What follows belongs to an exercise in optimizing a design on an open flow for small area, a short achievable clock period and few clock cycles; a production flow would make more cautious choices. Where RTL was checked, it was by simulation tests only, not by an equivalence proof against the original. Function not checked in run 2: the RTL went through the layout flow alone. Power and IR drop assume default switching activity.

==> design/flow/design.v <==
package hostPkg;
	typedef logic [10:0] memAddrT;
	typedef logic [31:0] hostWordT;
	typedef logic [7:0] regAddrT;
	localparam regAddrT lengthRegIndex = 8'd0;
	localparam regAddrT multiplierRegIndex = 8'd1;
	localparam memAddrT cycleCountAddress = 11'd2047;
	localparam memAddrT maxLength = 11'd2047;
	localparam int fifoLogDepth = 5;
	typedef logic [fifoLogDepth:0] fifoCountT;
	typedef enum logic [1:0] {decodeIdle, decodeFetching, decodeRunning} decodeStateT;
	typedef enum logic [1:0] {writerStreaming, writerReporting, writerFinishing} writerStateT;
endpackage
package gfMathPkg;
	typedef logic [7:0] gfElemT;
	localparam int laneCount = 4;
	typedef logic [laneCount*8-1:0] gfWordT;
	localparam logic [8:0] fieldPoly = 9'h11B;
endpackage
`timescale 1ns/1ps
module streamFifo #(
	parameter int dataWidth = 32,
	parameter int logDepth = 5
) (
	input logic clk,
	input logic reset,
	input logic [dataWidth-1:0] dataIn,
	input logic push,
	input logic pop,
	output logic [dataWidth-1:0] dataOut,
	output logic empty,
	output logic [logDepth:0] count
);
	logic [dataWidth-1:0] mem [0:(1 << logDepth) - 1];
	logic [logDepth-1:0] readPtr;
	logic [logDepth-1:0] writePtr;
	always_ff @(posedge clk) begin
		if (push) begin
			mem[writePtr] <= dataIn;
		end
	end
	always_ff @(posedge clk) begin
		if (reset) begin
			readPtr <= '0;
			writePtr <= '0;
			count <= '0;
		end else begin
			if (push) begin
				writePtr <= writePtr + 1'b1;
			end
			if (pop) begin
				readPtr <= readPtr + 1'b1;
			end
			if (push && !pop) begin
				count <= count + 1'b1;
			end else if (pop && !push) begin
				count <= count - 1'b1;
			end
		end
	end
	assign dataOut = mem[readPtr];
	assign empty = (count == '0);
endmodule
`timescale 1ns/1ps
module paramDecode (
	input logic clk,
	input logic reset,
	input logic runValue,
	input logic regAck,
	input logic regReadValid,
	input hostPkg::hostWordT regReadData,
	input logic runDone,
	output logic regReq,
	output hostPkg::regAddrT regAddr,
	output hostPkg::memAddrT runLength,
	output gfMathPkg::gfElemT runMultiplier,
	output logic paramsReady
);
	hostPkg::decodeStateT state;
	logic lengthSeen;
	always_ff @(posedge clk) begin
		if (reset) begin
			state <= hostPkg::decodeIdle;
			regReq <= 1'b0;
			regAddr <= hostPkg::lengthRegIndex;
			lengthSeen <= 1'b0;
			paramsReady <= 1'b0;
		end else begin
			paramsReady <= 1'b0;
			unique case (state)
				hostPkg::decodeIdle: begin
					if (runValue) begin
						state <= hostPkg::decodeFetching;
						regReq <= 1'b1;
						regAddr <= hostPkg::lengthRegIndex;
						lengthSeen <= 1'b0;
					end
				end
				hostPkg::decodeFetching: begin
					if (regReq && regAck) begin
						if (regAddr == hostPkg::lengthRegIndex) begin
							regAddr <= hostPkg::multiplierRegIndex;
						end else begin
							regReq <= 1'b0;
						end
					end
					if (regReadValid) begin
						if (!lengthSeen) begin
							lengthSeen <= 1'b1;
						end else begin
							paramsReady <= 1'b1;
							state <= hostPkg::decodeRunning;
						end
					end
				end
				hostPkg::decodeRunning: begin
					if (runDone) begin
						state <= hostPkg::decodeIdle;
					end
				end
				default: state <= hostPkg::decodeIdle;
			endcase
		end
	end
	always_ff @(posedge clk) begin
		if (state == hostPkg::decodeFetching && regReadValid) begin
			if (!lengthSeen) begin
				if (regReadData > 32'(hostPkg::maxLength)) begin
					runLength <= hostPkg::maxLength;
				end else begin
					runLength <= regReadData[11-1:0];
				end
			end else begin
				runMultiplier <= regReadData[8-1:0];
			end
		end
	end
endmodule
`timescale 1ns/1ps
module gfScaleExecute (
	input logic clk,
	input logic reset,
	input logic paramsReady,
	input hostPkg::memAddrT runLength,
	input gfMathPkg::gfElemT runMultiplier,
	input logic inReadAck,
	input logic inReadValid,
	input hostPkg::hostWordT inReadData,
	input logic outputRoom,
	output logic inReadReq,
	output hostPkg::memAddrT inReadAddr,
	output gfMathPkg::gfWordT scaledWord,
	output logic scaledValid
);
	function automatic logic [7:0] gfMul(input logic [7:0] a, input logic [7:0] b);
		gfMathPkg::gfElemT product;
		gfMathPkg::gfElemT shifted;
		logic [8:0] doubled;
		product = '0;
		shifted = a;
		for (int bitIdx = 0; bitIdx < 8; bitIdx++) begin
			if (b[bitIdx]) begin
				product = product ^ shifted;
			end
			doubled = {shifted, 1'b0};
			if (doubled[8]) begin
				doubled = doubled ^ gfMathPkg::fieldPoly;
			end
			shifted = doubled[7:0];
		end
		gfMul = product;
	endfunction
	logic fetchActive;
	hostPkg::fifoCountT pendingReads;
	logic readAccept;
	logic [hostPkg::fifoLogDepth+1:0] creditUsed;
	hostPkg::hostWordT bufferOut;
	logic bufferEmpty;
	hostPkg::fifoCountT bufferCount;
	logic bufferPop;
	gfMathPkg::gfWordT laneWord;
	assign readAccept = inReadReq && inReadAck;
	assign creditUsed = {1'b0, pendingReads} + {1'b0, bufferCount};
	assign inReadReq = fetchActive && (creditUsed < ((1 << hostPkg::fifoLogDepth) - 1));
	always_ff @(posedge clk) begin
		if (reset) begin
			fetchActive <= 1'b0;
			inReadAddr <= '0;
			pendingReads <= '0;
		end else begin
			if (paramsReady) begin
				fetchActive <= (runLength != '0);
				inReadAddr <= '0;
			end else if (readAccept) begin
				if (inReadAddr == 11'(runLength - 1'b1)) begin
					fetchActive <= 1'b0;
				end else begin
					inReadAddr <= inReadAddr + 1'b1;
				end
			end
			if (readAccept && !inReadValid) begin
				pendingReads <= pendingReads + 1'b1;
			end else if (inReadValid && !readAccept) begin
				pendingReads <= pendingReads - 1'b1;
			end
		end
	end
	streamFifo #(
		.dataWidth(32),
		.logDepth(hostPkg::fifoLogDepth)
	) inputBuffer (
		.clk(clk),
		.reset(reset),
		.dataIn(inReadData),
		.push(inReadValid),
		.pop(bufferPop),
		.dataOut(bufferOut),
		.empty(bufferEmpty),
		.count(bufferCount)
	);
	assign bufferPop = !bufferEmpty && outputRoom;
	assign laneWord = bufferOut;
	always_ff @(posedge clk) begin
		if (reset) begin
			scaledValid <= 1'b0;
		end else begin
			scaledValid <= bufferPop;
		end
	end
	always_ff @(posedge clk) begin
		if (bufferPop) begin
			for (int lane = 0; lane < gfMathPkg::laneCount; lane++) begin
				scaledWord[lane*8 +: 8] <= gfMul(laneWord[lane*8 +: 8], runMultiplier);
			end
		end
	end
endmodule
`timescale 1ns/1ps
module resultWriter (
	input logic clk,
	input logic reset,
	input logic paramsReady,
	input hostPkg::memAddrT runLength,
	input gfMathPkg::gfWordT scaledWord,
	input logic scaledValid,
	input logic outWriteAck,
	output logic outWriteReq,
	output hostPkg::memAddrT outWriteAddr,
	output hostPkg::hostWordT outWriteData,
	output logic outputRoom,
	output logic runClear,
	output logic runDone
);
	hostPkg::writerStateT state;
	hostPkg::hostWordT cycleCount;
	hostPkg::memAddrT popIndex;
	hostPkg::memAddrT lastAddr;
	logic writeDone;
	hostPkg::hostWordT bufferOut;
	logic bufferEmpty;
	hostPkg::fifoCountT bufferCount;
	logic bufferPop;
	streamFifo #(
		.dataWidth(32),
		.logDepth(hostPkg::fifoLogDepth)
	) outputBuffer (
		.clk(clk),
		.reset(reset),
		.dataIn(scaledWord),
		.push(scaledValid),
		.pop(bufferPop),
		.dataOut(bufferOut),
		.empty(bufferEmpty),
		.count(bufferCount)
	);
	assign outputRoom = bufferCount < 6'((1 << hostPkg::fifoLogDepth) - 1);
	assign writeDone = outWriteReq && outWriteAck;
	assign lastAddr = 11'(runLength - 1'b1);
	assign bufferPop = (state == hostPkg::writerStreaming) && !bufferEmpty && (!outWriteReq || writeDone);
	always_ff @(posedge clk) begin
		if (reset) begin
			state <= hostPkg::writerFinishing;
			outWriteReq <= 1'b0;
			runClear <= 1'b0;
			popIndex <= '0;
			cycleCount <= '0;
		end else begin
			runClear <= 1'b0;
			if (state != hostPkg::writerFinishing) begin
				cycleCount <= cycleCount + 1'b1;
			end
			unique case (state)
				hostPkg::writerStreaming: begin
					if (bufferPop) begin
						outWriteReq <= 1'b1;
						outWriteAddr <= popIndex;
						outWriteData <= bufferOut;
						popIndex <= popIndex + 1'b1;
					end else if (writeDone) begin
						outWriteReq <= 1'b0;
					end
					if (writeDone && outWriteAddr == lastAddr) begin
						state <= hostPkg::writerReporting;
					end
				end
				hostPkg::writerReporting: begin
					if (!outWriteReq) begin
						outWriteReq <= 1'b1;
						outWriteAddr <= hostPkg::cycleCountAddress;
						outWriteData <= cycleCount;
					end else if (writeDone) begin
						outWriteReq <= 1'b0;
						runClear <= 1'b1;
						state <= hostPkg::writerFinishing;
					end
				end
				hostPkg::writerFinishing: begin
					if (paramsReady) begin
						popIndex <= '0;
						cycleCount <= 32'd1;
						state <= (runLength == '0) ? hostPkg::writerReporting : hostPkg::writerStreaming;
					end
				end
				default: state <= hostPkg::writerFinishing;
			endcase
		end
	end
	assign runDone = runClear;
endmodule
`timescale 1ns/1ps
module gfStreamTop (
	input logic clk,
	input logic reset,
	input logic runValue,
	output logic runClear,
	output logic regReq,
	input logic regAck,
	output hostPkg::regAddrT regAddr,
	input logic regReadValid,
	input hostPkg::hostWordT regReadData,
	output logic inReadReq,
	input logic inReadAck,
	output hostPkg::memAddrT inReadAddr,
	input logic inReadValid,
	input hostPkg::hostWordT inReadData,
	output logic outWriteReq,
	input logic outWriteAck,
	output hostPkg::memAddrT outWriteAddr,
	output hostPkg::hostWordT outWriteData
);
	hostPkg::memAddrT runLength;
	gfMathPkg::gfElemT runMultiplier;
	logic paramsReady;
	gfMathPkg::gfWordT scaledWord;
	logic scaledValid;
	logic outputRoom;
	logic runDone;
	paramDecode paramDecode_inst (
		.clk(clk),
		.reset(reset),
		.runValue(runValue),
		.regAck(regAck),
		.regReadValid(regReadValid),
		.regReadData(regReadData),
		.runDone(runDone),
		.regReq(regReq),
		.regAddr(regAddr),
		.runLength(runLength),
		.runMultiplier(runMultiplier),
		.paramsReady(paramsReady)
	);
	gfScaleExecute gfScaleExecute_inst (
		.clk(clk),
		.reset(reset),
		.paramsReady(paramsReady),
		.runLength(runLength),
		.runMultiplier(runMultiplier),
		.inReadAck(inReadAck),
		.inReadValid(inReadValid),
		.inReadData(inReadData),
		.outputRoom(outputRoom),
		.inReadReq(inReadReq),
		.inReadAddr(inReadAddr),
		.scaledWord(scaledWord),
		.scaledValid(scaledValid)
	);
	resultWriter resultWriter_inst (
		.clk(clk),
		.reset(reset),
		.paramsReady(paramsReady),
		.runLength(runLength),
		.scaledWord(scaledWord),
		.scaledValid(scaledValid),
		.outWriteAck(outWriteAck),
		.outWriteReq(outWriteReq),
		.outWriteAddr(outWriteAddr),
		.outWriteData(outWriteData),
		.outputRoom(outputRoom),
		.runClear(runClear),
		.runDone(runDone)
	);
endmodule
==> design/flow/run.sh <==
#!/bin/bash
# synth_recipe.tcl (not shown) runs the flow's synth.tcl, then flattens the netlist and writes it again
# the make line also repeats each setting of config.mk as NAME=value (left out here)
make -C /OpenROAD-flow-scripts/flow DESIGN_CONFIG=/design/flow/config.mk WORK_HOME=/design/flow/orfs CLKGATE_MAP_FILE= SYNTH_SCRIPT=/design/flow/synth_recipe.tcl finish
==> design/flow/config.mk <==
export PLATFORM = sky130hd
export DESIGN_NAME = gfStreamTop
export DESIGN_NICKNAME = gfStreamTop
export VERILOG_FILES = /design/flow/design.v
export SDC_FILE = /design/flow/constraint.sdc
export NUM_CORES = 4
export LEC_CHECK = 0
export CAP_MARGIN = 20
export CORE_MARGIN = 2
export CORE_UTILIZATION = 40
export SLEW_MARGIN = 20
==> design/flow/constraint.sdc <==
create_clock -name core_clock -period 4.5 [get_ports {clk}]
set_input_delay 0.9000 -clock core_clock [delete_from_list [all_inputs] [get_ports {clk}]]
set_output_delay 0.9000 -clock core_clock [all_outputs]
set_load 0.01 [all_outputs]
==> results of run 1 <==
[logic make-up (layout without fill, tap and decap cells)]
logic type	count (synthesis)	count (layout)	synth area share
DFF	2256	2256	0.7244
other	1	10	0.00004078
AOI/OAI and AO/OA	272	272	0.01991
adders and majority gates	39	39	0.005634
buffers and inverters	288	796	0.01588
and+or+nand+nor	768	768	0.03796
muxes	760	760	0.1561
xor gates and xnor gates	384	384	0.04011
[cells in the mapped netlist, drive strengths merged, types with 4 or more instances]
| cell | instances |
|---|---|
| nand2b | 32 |
| clkbuf | 113 |
| and2 | 4 |
| or3b | 5 |
| nand2 | 312 |
| a22oi | 73 |
| nor3 | 13 |
| and3 | 20 |
| o21bai | 4 |
| nand3b | 7 |
| mux4 | 535 |
| or3 | 16 |
| o21ai | 73 |
| a22o | 10 |
| a21oi | 63 |
| a31oi | 6 |
| buf | 139 |
| mux2i | 206 |
| ha | 35 |
| xor2 | 114 |
| a21o | 6 |
| inv | 35 |
| nor2b | 33 |
| nand3 | 57 |
| fa | 4 |
| nor2 | 196 |
| a221oi | 12 |
| nor4 | 12 |
| o21a | 5 |
| mux2 | 19 |
| dfxtp | 114 |
| xnor2 | 262 |
| edfxtp | 2142 |
| o211ai | 10 |
| or2 | 22 |
| xnor3 | 7 |
| nand4 | 29 |
[sequential cells by signal, summed over array words and instances (netlist names), 8 cells and up, named ones only]
name	count
resultWriter_inst.popIndex	11
gfScaleExecute_inst.inReadAddr	11
paramDecode_inst.runLength	11
resultWriter_inst.outputBuffer.mem	1024
gfScaleExecute_inst.scaledWord	32
resultWriter_inst.cycleCount	32
resultWriter_inst.outWriteAddr	11
paramDecode_inst.runMultiplier	8
gfScaleExecute_inst.inputBuffer.mem	1024
resultWriter_inst.outWriteData	32
[cell type report]
| type | count | share of cell area |
|---|---|---|
| flip-flops and latches | 2256 | 0.6318 |
| multi-input cells | 2230 | 0.2317 |
| clock buffers | 276 | 0.05487 |
| well taps | 3026 | 0.03590 |
| repair buffers | 355 | 0.03448 |
| clock inverters | 129 | 0.009918 |
| inverters | 36 | 0.001281 |
| diodes | 3 | 0.00007118 |
[how the worst max path moves through the flow]
stage                                                               start                                                    end  slack (ns)  cells after the start
CTS                 gfScaleExecute_inst.inputBuffer.count[0]$_SDFFE_PP0P_                                              inReadReq        0.12                      9
global route        gfScaleExecute_inst.inputBuffer.count[0]$_SDFFE_PP0P_       gfScaleExecute_inst.pendingReads[5]$_SDFFE_PP0P_        0.09                     19
finish                                                               flop           gfScaleExecute_inst.scaledWord[27]$_DFFE_PP_        0.42                     12
floorplan           gfScaleExecute_inst.inputBuffer.count[1]$_SDFFE_PP0P_  gfScaleExecute_inst.inputBuffer.count[5]$_SDFFE_PP0P_        0.26                     14
global placement    gfScaleExecute_inst.inputBuffer.count[0]$_SDFFE_PP0P_       gfScaleExecute_inst.pendingReads[5]$_SDFFE_PP0P_        0.39                     19
detailed placement                                                   flop            gfScaleExecute_inst.scaledWord[3]$_DFFE_PP_        0.40                     11
[worst min-delay path, delay by kind of cell (launching register included)]
kind,cells,cell delay (ns)
AOI/OAI and AO/OA,1,0.05
and+or+nand+nor,1,0.08
DFF,1,0.32
[power by group]
group | total, mW | switching [mW] | internal [mW]
clock network | 17.7 | 7.76 | 9.92
registers | 26.8 | 1.17 | 25.6
logic | 16.8 | 8.77 | 8.07
[metal layers]
layer  vias up  part of all wire  global-route usage
met5         -          0.000092                   0
met1     24650              0.43              0.2662
met3       279             0.053             0.02468
met2      1344              0.50              0.3274
met4         4             0.017             0.04079
li1      19710                 -                   -
[repair_timing]
item                       in CTS  in global routing
setup endpoints to repair       0                  1
setup buffers                   0                  0
hold endpoints to repair        0                  0
resized for setup               0                  1
hold buffers                    0                  0
==> results.ini, run 1 <==
[global_route]
antenna_violations_before_repair = 10
total_routing_resource_utilization_after_global_routing = 0.1925
grt_start_max_net_pins = 77
overflow = 0
first_global_vias = 46090
grt_pass1_wl_um = 329800

[logic_synthesis]
synthDistinctLibCells = 67
synthDominantAreaCellType = sky130_fd_sc_hd__edfxtp_1
syn-mean-instance-area_um2 = 19.28
netlist_area_um2 = 91950
synth-edff-count = 2142
synth.ff_latch_count = 2256
syn_inst = 4768
share_of_the_yosys_chip_area_belonging_to_registers = 0.7244
post-synth-top-area-fraction = 0.6995
async_set_or_reset_flop_fraction_in_the_synthesized_netlist = 0
yosys_warning_total = 4
most_used_dff_post_synth = sky130_fd_sc_hd__edfxtp_1
synth_area_leaders = sky130_fd_sc_hd__edfxtp_1, sky130_fd_sc_hd__mux4_2, sky130_fd_sc_hd__dfxtp_1

[worst_setup_path]
critical_path.reg2reg.endpoint = gfScaleExecute_inst.scaledWord[27]$_DFFE_PP_
cp.buffers_inverters = 2
crit_path_top_delay_cell = sky130_fd_sc_hd__and3_1
crit_arrival_ns = 4.67
critical-path-top-delay-family = XOR/XNOR gates
crit_path_start_kind = flop
critical-path-top-cell-by-count = sky130_fd_sc_hd__xnor2_1
critPathKind = flop to flop
cpPeakStageDelay_ns = 0.56
worst_r2r_path_depth = 12
worst-r2r-setup-slack_ns = 0.42
critPathRequiredTime_ns = 5.08
crit_fanout = 30
setup.worst_path.end_class = flop
worstPathCellList = buf_12 > buf_4 > mux2i_1 > a22oi_1 > nand3_1 > and3_1 > xor2_1 > xnor2_2 > xnor2_1 > nand2_1 > xnor2_1 > xnor3_1

[pwr]
powerDensity_nw_per_um2 = 581.7
p_leak_nw = 32.45
irDropWorstVdd_mv = 0.4997
post-layout-total-power_mw = 61.35

[job]
cap_viol_max_count = 0

[finish]
flow.area_growth_from_synthesis_pct = 14.70
finish.instance_area_um2 = 105500
drive_above_1_share = 0.2338
layout.cells.most_common_list = sky130_fd_sc_hd__edfxtp_1, sky130_fd_sc_hd__mux4_2, sky130_fd_sc_hd__nand2_1
final_common_cell = sky130_fd_sc_hd__edfxtp_1
stdcell_count = 8311
area.sequential_um2 = 66630
num-fill-cells = 19150
area_of_the_multi_input_gates_um2 = 24440
finalNetCount = 5207
final_core_utilization = 0.4601

[clock_network]
h_tree_depth = 4
maximum_clock_insertion_buffer_count = 3
cts_buffers = 217
path_clk_slew_ns = 0.06
worstSkewPairLatency_ns = 0.85
cts_num_sinks = 2256
clock-root-buffer = sky130_fd_sc_hd__clkbuf_16
tritoncts = yes

[route]
ant_nets = 0
firstDrtPassIters = 7
via_count = 45990
route.detailed.wl_per_inst_um = 27.42
route.detailed.drc = 0
routed_wirelength_um = 227900
route.detailed.vias_per_inst = 5.533
drtIter0Drc = 4371

[sta]
post-route-period-util = 0.9071
slew_headroom = 0.2559
peak_freq_ghz = 0.2450
maximum_clock_skew_at_final_layout_ns = 0.02594
hold-worst-slack_ns = 0.4948
post-route-worst-setup-slack_ns = 0.4182
tightestPinTransition_ns = 1.114
rsz0062_at_grt = no
final.min_clock_period_ns = 4.082
finalSetupTns_ns = 0
final-hold-violation-count = 0
setup_violators_final = 0
drv_slew = 0

[placed_design]
dp_hpwl_um = 131900
io_buffer_count = 130
place_congestion = 0.7632
dp_cells = 7892
worst_slack_at_placement_ns = 0.4049
post_dp_cell_area_um2 = 98490

[run_status]
run_status = finished clean

[min_path]
min-delay-start = gfScaleExecute_inst.fetchActive$_SDFFE_PP0P_
timing.hold.worst.class = flop to flop
terminating_pin_of_the_worst_hold_path = gfScaleExecute_inst.fetchActive$_SDFFE_PP0P_
whs_path_depth = 2

[floorplanning]
boundaryPins = 138
die_height_um = 483.5
coreArea_um2 = 229200
initial_utilization = 0.4011
die-area_um2 = 233700
die_width_um = 483.5
row_count = 176

Testbench counts, summed over its fixed seeds: cycles 47,395.
==> run 2, diff against run 1 <==
--- a/design/flow/design.v
+++ b/design/flow/design.v
@@ -330,3 +330,6 @@
 `timescale 1ns/1ps
-module gfStreamTop (
+module gfStreamTop #(
+	parameter int slotCount = 6,
+	parameter bit bypass = 1'b1
+) (
 	input logic clk,
@@ -350,53 +353,202 @@
 );
-	hostPkg::memAddrT runLength;
-	gfMathPkg::gfElemT runMultiplier;
-	logic paramsReady;
-	gfMathPkg::gfWordT scaledWord;
-	logic scaledValid;
-	logic outputRoom;
-	logic runDone;
-	paramDecode paramDecode_inst (
-		.clk(clk),
-		.reset(reset),
-		.runValue(runValue),
-		.regAck(regAck),
-		.regReadValid(regReadValid),
-		.regReadData(regReadData),
-		.runDone(runDone),
-		.regReq(regReq),
-		.regAddr(regAddr),
-		.runLength(runLength),
-		.runMultiplier(runMultiplier),
-		.paramsReady(paramsReady)
-	);
-	gfScaleExecute gfScaleExecute_inst (
-		.clk(clk),
-		.reset(reset),
-		.paramsReady(paramsReady),
-		.runLength(runLength),
-		.runMultiplier(runMultiplier),
-		.inReadAck(inReadAck),
-		.inReadValid(inReadValid),
-		.inReadData(inReadData),
-		.outputRoom(outputRoom),
-		.inReadReq(inReadReq),
-		.inReadAddr(inReadAddr),
-		.scaledWord(scaledWord),
-		.scaledValid(scaledValid)
-	);
-	resultWriter resultWriter_inst (
-		.clk(clk),
-		.reset(reset),
-		.paramsReady(paramsReady),
-		.runLength(runLength),
-		.scaledWord(scaledWord),
-		.scaledValid(scaledValid),
-		.outWriteAck(outWriteAck),
-		.outWriteReq(outWriteReq),
-		.outWriteAddr(outWriteAddr),
-		.outWriteData(outWriteData),
-		.outputRoom(outputRoom),
-		.runClear(runClear),
-		.runDone(runDone)
-	);
+	localparam int ptrBits = (slotCount > 1) ? $clog2(slotCount) : 1;
+	localparam int creditLimit = slotCount + 1;
+	localparam int usedBits = $clog2(creditLimit + 1);
+	function automatic logic [7:0] xtime(input logic [7:0] x);
+		xtime = {x[6:0], 1'b0} ^ (x[7] ? 8'h1b : 8'h00);
+	endfunction
+	logic busy;
+	logic lengthSeen;
+	logic multSeen;
+	logic lengthJust;
+	logic multJust;
+	logic regAddrBit;
+	logic [10:0] lastIndex;       
+	logic lengthZero;
+	logic satHigh;
+	logic satLow;
+	logic [7:0] mulPow [0:7];     
+	logic [31:0] cycleCount;
+	logic multArrive;
+	logic lengthNonZero;
+	assign multArrive = regReadValid && lengthSeen && !multSeen;
+	assign lengthNonZero = lengthJust ? (satHigh || satLow || (lastIndex != '0)) : !lengthZero;
+	assign regAddr = {7'b0, regAddrBit};
+	always_ff @(posedge clk) begin
+		satHigh <= |regReadData[31:22];
+		satLow <= |regReadData[21:11];
+		if (!multSeen) begin
+			mulPow[0] <= regReadData[7:0];
+		end
+		for (int i = 1; i < 8; i++) begin
+			logic [7:0] power;
+			power = mulPow[0];
+			for (int j = 0; j < i; j++) power = xtime(power);
+			mulPow[i] <= power;
+		end
+		if (!lengthSeen) begin
+			lastIndex <= regReadData[10:0];
+		end else if (lengthJust) begin
+			lastIndex <= (satHigh || satLow) ? 11'd2046 : lastIndex - 11'd1;
+		end
+		if (lengthJust) begin
+			lengthZero <= !(satHigh || satLow || (lastIndex != '0));
+		end
+		cycleCount <= multJust ? 32'd1 : cycleCount + 32'd1;
+	end
+	logic readPhase;
+	logic [usedBits-1:0] used;
+	logic readAccept;
+	logic writeAccept;
+	logic writeFree;
+	logic readLast;
+	logic outIsCount;
+	assign readAccept = inReadReq && inReadAck;
+	assign writeAccept = outWriteReq && outWriteAck;
+	assign writeFree = writeAccept && !outIsCount;
+	assign readLast = (inReadAddr == lastIndex);
+	logic [31:0] capData;
+	logic capValid;
+	always_ff @(posedge clk) begin
+		capData <= inReadData;
+	end
+	logic [31:0] product;
+	always_comb begin
+		for (int lane = 0; lane < 4; lane++) begin
+			logic [7:0] acc;
+			acc = '0;
+			for (int i = 0; i < 8; i++) begin
+				acc = acc ^ (capData[lane*8 + i] ? mulPow[i] : 8'h00);
+			end
+			product[lane*8 +: 8] = acc;
+		end
+	end
+	logic [31:0] slot [0:slotCount-1];
+	logic [ptrBits-1:0] writePtr;
+	logic [ptrBits-1:0] readPtr;
+	logic [ptrBits:0] fill;
+	logic bufEmpty;
+	assign bufEmpty = (fill == '0);
+	always_ff @(posedge clk) begin
+		for (int k = 0; k < slotCount; k++) begin
+			if (capValid && writePtr == ptrBits'(k)) begin
+				slot[k] <= product;
+			end
+		end
+	end
+	logic [31:0] nextWord;
+	logic wordReady;
+	logic outFree;
+	logic loadWord;
+	logic takeBypass;
+	logic takeSlot;
+	logic lastWrite;
+	logic loadCount;
+	assign nextWord = (bypass && bufEmpty) ? product : slot[readPtr];
+	assign wordReady = !bufEmpty || (bypass && capValid);
+	assign outFree = !outWriteReq || writeAccept;
+	assign loadWord = outFree && wordReady && !outIsCount;
+	assign takeSlot = loadWord && !bufEmpty;
+	assign takeBypass = loadWord && bufEmpty;
+	assign lastWrite = writeFree && (outWriteAddr == lastIndex);
+	function automatic logic [ptrBits-1:0] ptrNext(input logic [ptrBits-1:0] p);
+		ptrNext = (p == ptrBits'(slotCount - 1)) ? '0 : p + 1'b1;
+	endfunction
+	logic capStore;
+	assign capStore = capValid && !takeBypass;
+	logic countWait;      
+	always_ff @(posedge clk) begin
+		if (reset) begin
+			busy <= 1'b0;
+			regReq <= 1'b0;
+			regAddrBit <= 1'b0;
+			lengthSeen <= 1'b0;
+			multSeen <= 1'b0;
+			lengthJust <= 1'b0;
+			multJust <= 1'b0;
+			readPhase <= 1'b0;
+			inReadReq <= 1'b0;
+			inReadAddr <= '0;
+			used <= '0;
+			capValid <= 1'b0;
+			writePtr <= '0;
+			readPtr <= '0;
+			fill <= '0;
+			outWriteReq <= 1'b0;
+			outIsCount <= 1'b0;
+			outWriteAddr <= '1;
+			countWait <= 1'b0;
+			runClear <= 1'b0;
+		end else begin
+			runClear <= 1'b0;
+			lengthJust <= regReadValid && !lengthSeen && busy;
+			multJust <= multArrive && busy;
+			capValid <= inReadValid;
+			if (!busy) begin
+				if (runValue && !runClear) begin
+					busy <= 1'b1;
+					regReq <= 1'b1;
+					regAddrBit <= 1'b0;
+				end
+				lengthSeen <= 1'b0;
+				multSeen <= 1'b0;
+				inReadAddr <= '0;
+				outWriteAddr <= '1;
+			end else begin
+				if (regReq && regAck) begin
+					if (!regAddrBit) regAddrBit <= 1'b1;
+					else regReq <= 1'b0;
+				end
+				if (regReadValid) begin
+					lengthSeen <= 1'b1;
+					if (lengthSeen) multSeen <= 1'b1;
+				end
+			end
+			used <= used + usedBits'(readAccept) - usedBits'(writeFree);
+			if (busy && multArrive) begin
+				readPhase <= lengthNonZero;
+				inReadReq <= lengthNonZero;
+				countWait <= !lengthNonZero;
+			end else if (inReadReq && !inReadAck) begin
+				inReadReq <= 1'b1;
+			end else if (readAccept) begin
+				inReadAddr <= inReadAddr + 1'b1;
+				if (readLast) begin
+					readPhase <= 1'b0;
+					inReadReq <= 1'b0;
+				end else begin
+					inReadReq <= writeFree ? (used <= usedBits'(creditLimit - 1))
+					                       : (used <= usedBits'(creditLimit - 2));
+				end
+			end else begin
+				inReadReq <= readPhase && (writeFree || (used <= usedBits'(creditLimit - 1)));
+			end
+			if (capStore) writePtr <= ptrNext(writePtr);
+			if (takeSlot) readPtr <= ptrNext(readPtr);
+			fill <= fill + (ptrBits+1)'(capStore) - (ptrBits+1)'(takeSlot);
+			if (lastWrite || (countWait && multSeen && !multJust)) begin
+				countWait <= 1'b0;
+				outWriteReq <= 1'b1;
+				outIsCount <= 1'b1;
+				outWriteAddr <= '1;
+			end else if (loadWord) begin
+				outWriteReq <= 1'b1;
+				outWriteAddr <= outWriteAddr + 1'b1;
+			end else if (writeAccept) begin
+				outWriteReq <= 1'b0;
+				if (outIsCount) begin
+					outIsCount <= 1'b0;
+					runClear <= 1'b1;
+					busy <= 1'b0;
+				end
+			end
+		end
+	end
+	always_ff @(posedge clk) begin
+		if (lastWrite || (countWait && multSeen && !multJust)) begin
+			outWriteData <= cycleCount;
+		end else if (loadWord) begin
+			outWriteData <= nextWord;
+		end
+	end
 endmodule
==> results.ini, run 2 <==
[placed_design]
post_dp_cell_area_um2 = 20110
dp_hpwl_um = 33360
io_buffer_count = 130
place_congestion = 0.8894

[finish]
finish.instance_area_um2 = 21560
drive_above_1_share = 0.07018
finalNetCount = 1936
flow.area_growth_from_synthesis_pct = 16.91
top_flop_regs = slot (192), mulPow (34)
number_of_flip_flops_in_the_largest_register = 192
num-fill-cells = 4202
registers.top_by_ff_count = slot
antenna_cells_inserted = 0
layout.cells.most_common_list = sky130_fd_sc_hd__nand2_1, sky130_fd_sc_hd__edfxtp_1, sky130_fd_sc_hd__xnor2_1
final_common_cell = sky130_fd_sc_hd__nand2_1

[sta]
final.min_clock_period_ns = 3.004
drv_slew = 0
final-hold-violation-count = 0
setup_violators_final = 0
finalSetupTns_ns = 0
peak_freq_ghz = 0.3329
tightestPinTransition_ns = 1.112
slew_headroom = 0.2530
maximum_clock_skew_at_final_layout_ns = 0.02134
rsz0062_at_grt = no
post-route-period-util = 0.6675

[global_route]
grt_start_max_net_pins = 49
antenna_violations_before_repair = 0
overflow = 0
first_global_vias = 12720
grtUsageMet3 = 0.03118
grt_pass1_wl_um = 76560
total_routing_resource_utilization_after_global_routing = 0.2104
met2_usage = 0.3411
globalRoute.busiestLayer = met2
grt_use_met1 = 0.2908

[pwr]
irDropWorstVdd_mv = 0.3611
p_leak_nw = 7.520
powerDensity_nw_per_um2 = 620.8

[run_status]
run_status = finished clean

[worst_setup_path]
cpPeakStageDelay_ns = 0.55
crit_path_top_delay_cell = sky130_fd_sc_hd__or4_1
critPathRequiredTime_ns = 4.70
critPathKind = primary input to flop
crit_path_start_kind = primary input
setup.worst_path.end_class = flop
critical-path-top-cell-by-count = sky130_fd_sc_hd__buf_4
worstPathCellList = clkdlybuf4s50_1 > nand3b_1 > or4_1 > nor3_2 > nor2_1 > buf_4 > nand2_1 > buf_4
worst_r2r_path_depth = 8
crit_arrival_ns = 3.21
crit_fanout = 32

[route]
routed_wirelength_um = 50190
drtIter0Drc = 1070
ant_nets = 0
via_count = 13100
firstDrtPassIters = 5
route.detailed.drc = 0
route.detailed.wl_per_inst_um = 20.23
route.detailed.vias_per_inst = 5.279

[floorplanning]
die-area_um2 = 47840
coreArea_um2 = 45480
row_count = 78
boundaryPins = 138
die_width_um = 218.7
initial_utilization = 0.4055
die_height_um = 218.7

[clock_network]
cts_num_sinks = 385
tritoncts = yes
h_tree_depth = 2
postCtsHoldBufs = 0
path_clk_slew_ns = 0.06
cts.repair_timing.setup_buffer_count = 0
maximum_clock_insertion_buffer_count = 3
post_cts_resize_count = 0
cts_buffers = 42
worstSkewPairLatency_ns = 0.58
clock-root-buffer = sky130_fd_sc_hd__clkbuf_16

[logic_synthesis]
async_set_or_reset_flop_fraction_in_the_synthesized_netlist = 0
post-synth-top-area-fraction = 0.3973
share_of_the_yosys_chip_area_belonging_to_registers = 0.5503
netlist_area_um2 = 18440
yosys_warning_total = 3
yosys-top-cells-count = sky130_fd_sc_hd__nand2_1, sky130_fd_sc_hd__edfxtp_1, sky130_fd_sc_hd__xnor2_1
synth.most_common_cell = sky130_fd_sc_hd__nand2_1
syn-mean-instance-area_um2 = 10.38
synth_area_leaders = sky130_fd_sc_hd__edfxtp_1, sky130_fd_sc_hd__dfxtp_1, sky130_fd_sc_hd__xnor2_1
synthDistinctLibCells = 65
synth-edff-count = 244
most_used_dff_post_synth = sky130_fd_sc_hd__edfxtp_1
syn_inst = 1777
synth.ff_latch_count = 385
synthDominantAreaCellType = sky130_fd_sc_hd__edfxtp_1

[min_path]
whs_path_depth = 2
timing.hold.worst.class = flop to flop

[job]
cap_viol_max_count = 0

-- run 2: cell count changes after synthesis, moves of 37 or more --
| cell | before | now |
|---|---|---|
| sky130_fd_sc_hd__mux4_2 | 535 | 0 |
| sky130_fd_sc_hd__a21oi_1 | 63 | 107 |
| sky130_fd_sc_hd__mux2i_1 | 204 | 1 |
| sky130_fd_sc_hd__nor2_1 | 196 | 136 |
| sky130_fd_sc_hd__buf_1 | 50 | 5 |
| sky130_fd_sc_hd__o21ai_0 | 60 | 21 |
| sky130_fd_sc_hd__a22oi_1 | 72 | 21 |
| sky130_fd_sc_hd__edfxtp_1 | 2142 | 244 |
| sky130_fd_sc_hd__nand2_1 | 312 | 349 |
-- run 2: metrics by stage --
step             util  setup slack [ns]  std cells  hold WS (ns)  power (mW)
6_report       0.4741             1.496       2481        0.5046       13.39
5_1_grt        0.4741             1.373       2481        0.5286       14.06
4_1_cts        0.4739             1.501       2481        0.4920       13.45
3_5_place_dp   0.4421            0.9051       2403        0.4766       9.864
3_3_place_gp   0.4421            0.9855       2403        0.4734       9.776
2_1_floorplan       -             1.359       1783        0.3427       8.073
-- run 2: path summary, 6_finish.rpt --
check / to / start / slack, ns
worst max register to register: outWriteData[30]$_DFFE_PP_ / readPtr[2]$_SDFFE_PP0P_ / 1.59
worst min-delay path: outIsCount$_SDFFE_PP0P_ / outIsCount$_SDFFE_PP0P_ / 0.50
worst min register to register: outIsCount$_SDFFE_PP0P_ / outIsCount$_SDFFE_PP0P_ / 0.50
worst max-delay path: outWriteData[21]$_DFFE_PP_ / outWriteAck / 1.50
-- run 2: area by class of cell --
type	instances	area [um2]	area share
Sequential cell	385	10150	0.4708
Multi-Input combinational cell	1236	7639	0.3543
Timing Repair Buffer	152	1466	0.06801
Clock buffer	59	1196	0.05548
Tap cell	600	750.7	0.03482
Clock inverter	19	246.5	0.01143
Inverter	30	112.6	0.005223
-- run 2: power by group --
group / leakage [nW] / switching (mW) / internal (mW)
sequential: 3.43 / 0.541 / 4.81
combinational: 3.38 / 2.70 / 1.77
clock: 0.705 / 1.45 / 2.11
-- run 2: metal layers --
metal  share of wire  wire length, um
met4           0.023             1178
met5               0                0
met1            0.44            22250
met2            0.47            23470
met3           0.066             3296
-- run 2: cell families after synthesis --
logic type / Yosys count / share of synthesized area
and+or+nand+nor: 614 / 0.1427
DFF: 385 / 0.5503
xor gates and xnor gates: 310 / 0.1476
AOI/OAI and AO/OA: 266 / 0.09464
buffers and inverters: 162 / 0.03874
muxes: 22 / 0.01337
adders and majority gates: 17 / 0.01235
other: 1 / 0.0002033
-- run 2: critical path, delay by kind of cell --
family	cells	cell delay (ns)
AND/OR/NAND/NOR	5	1.13
buffers and inverters	3	1.17

-- what the ideal ports hide --
The results above use ideal ports. As a check the final layouts listed here were re-extracted and re-timed, cells and wires unchanged.
Step 1 assumes that a clkbuf_16 drives the clock port and a buf_2 every other input.
Step 2 also shifts input and output timing later by t, the mid clock arrival at the registers, as if the neighbouring blocks saw the same clock.
Slacks: ideal ports / drivers / drivers and shift; pairs: ideal ports / drivers.
run	t (ns)	setup WS [ns]	hold slack, ns	latest minus earliest clock arrival (ns)	pins driven straight from the clock port
run 1	0.923	0.418 / 0.418 / 0.418	0.495 / 0.495 / 0.495	0.028 / 0.029	1
run 2	0.625	1.496 / 1.508 / 0.882	0.505 / 0.505 / 0.505	0.022 / 0.021	1
After both steps setup and hold are still met in every run listed. For run 2, which loses most, drivers alone change the setup slack by +0.012 ns; drivers and shift together by -0.614 ns.
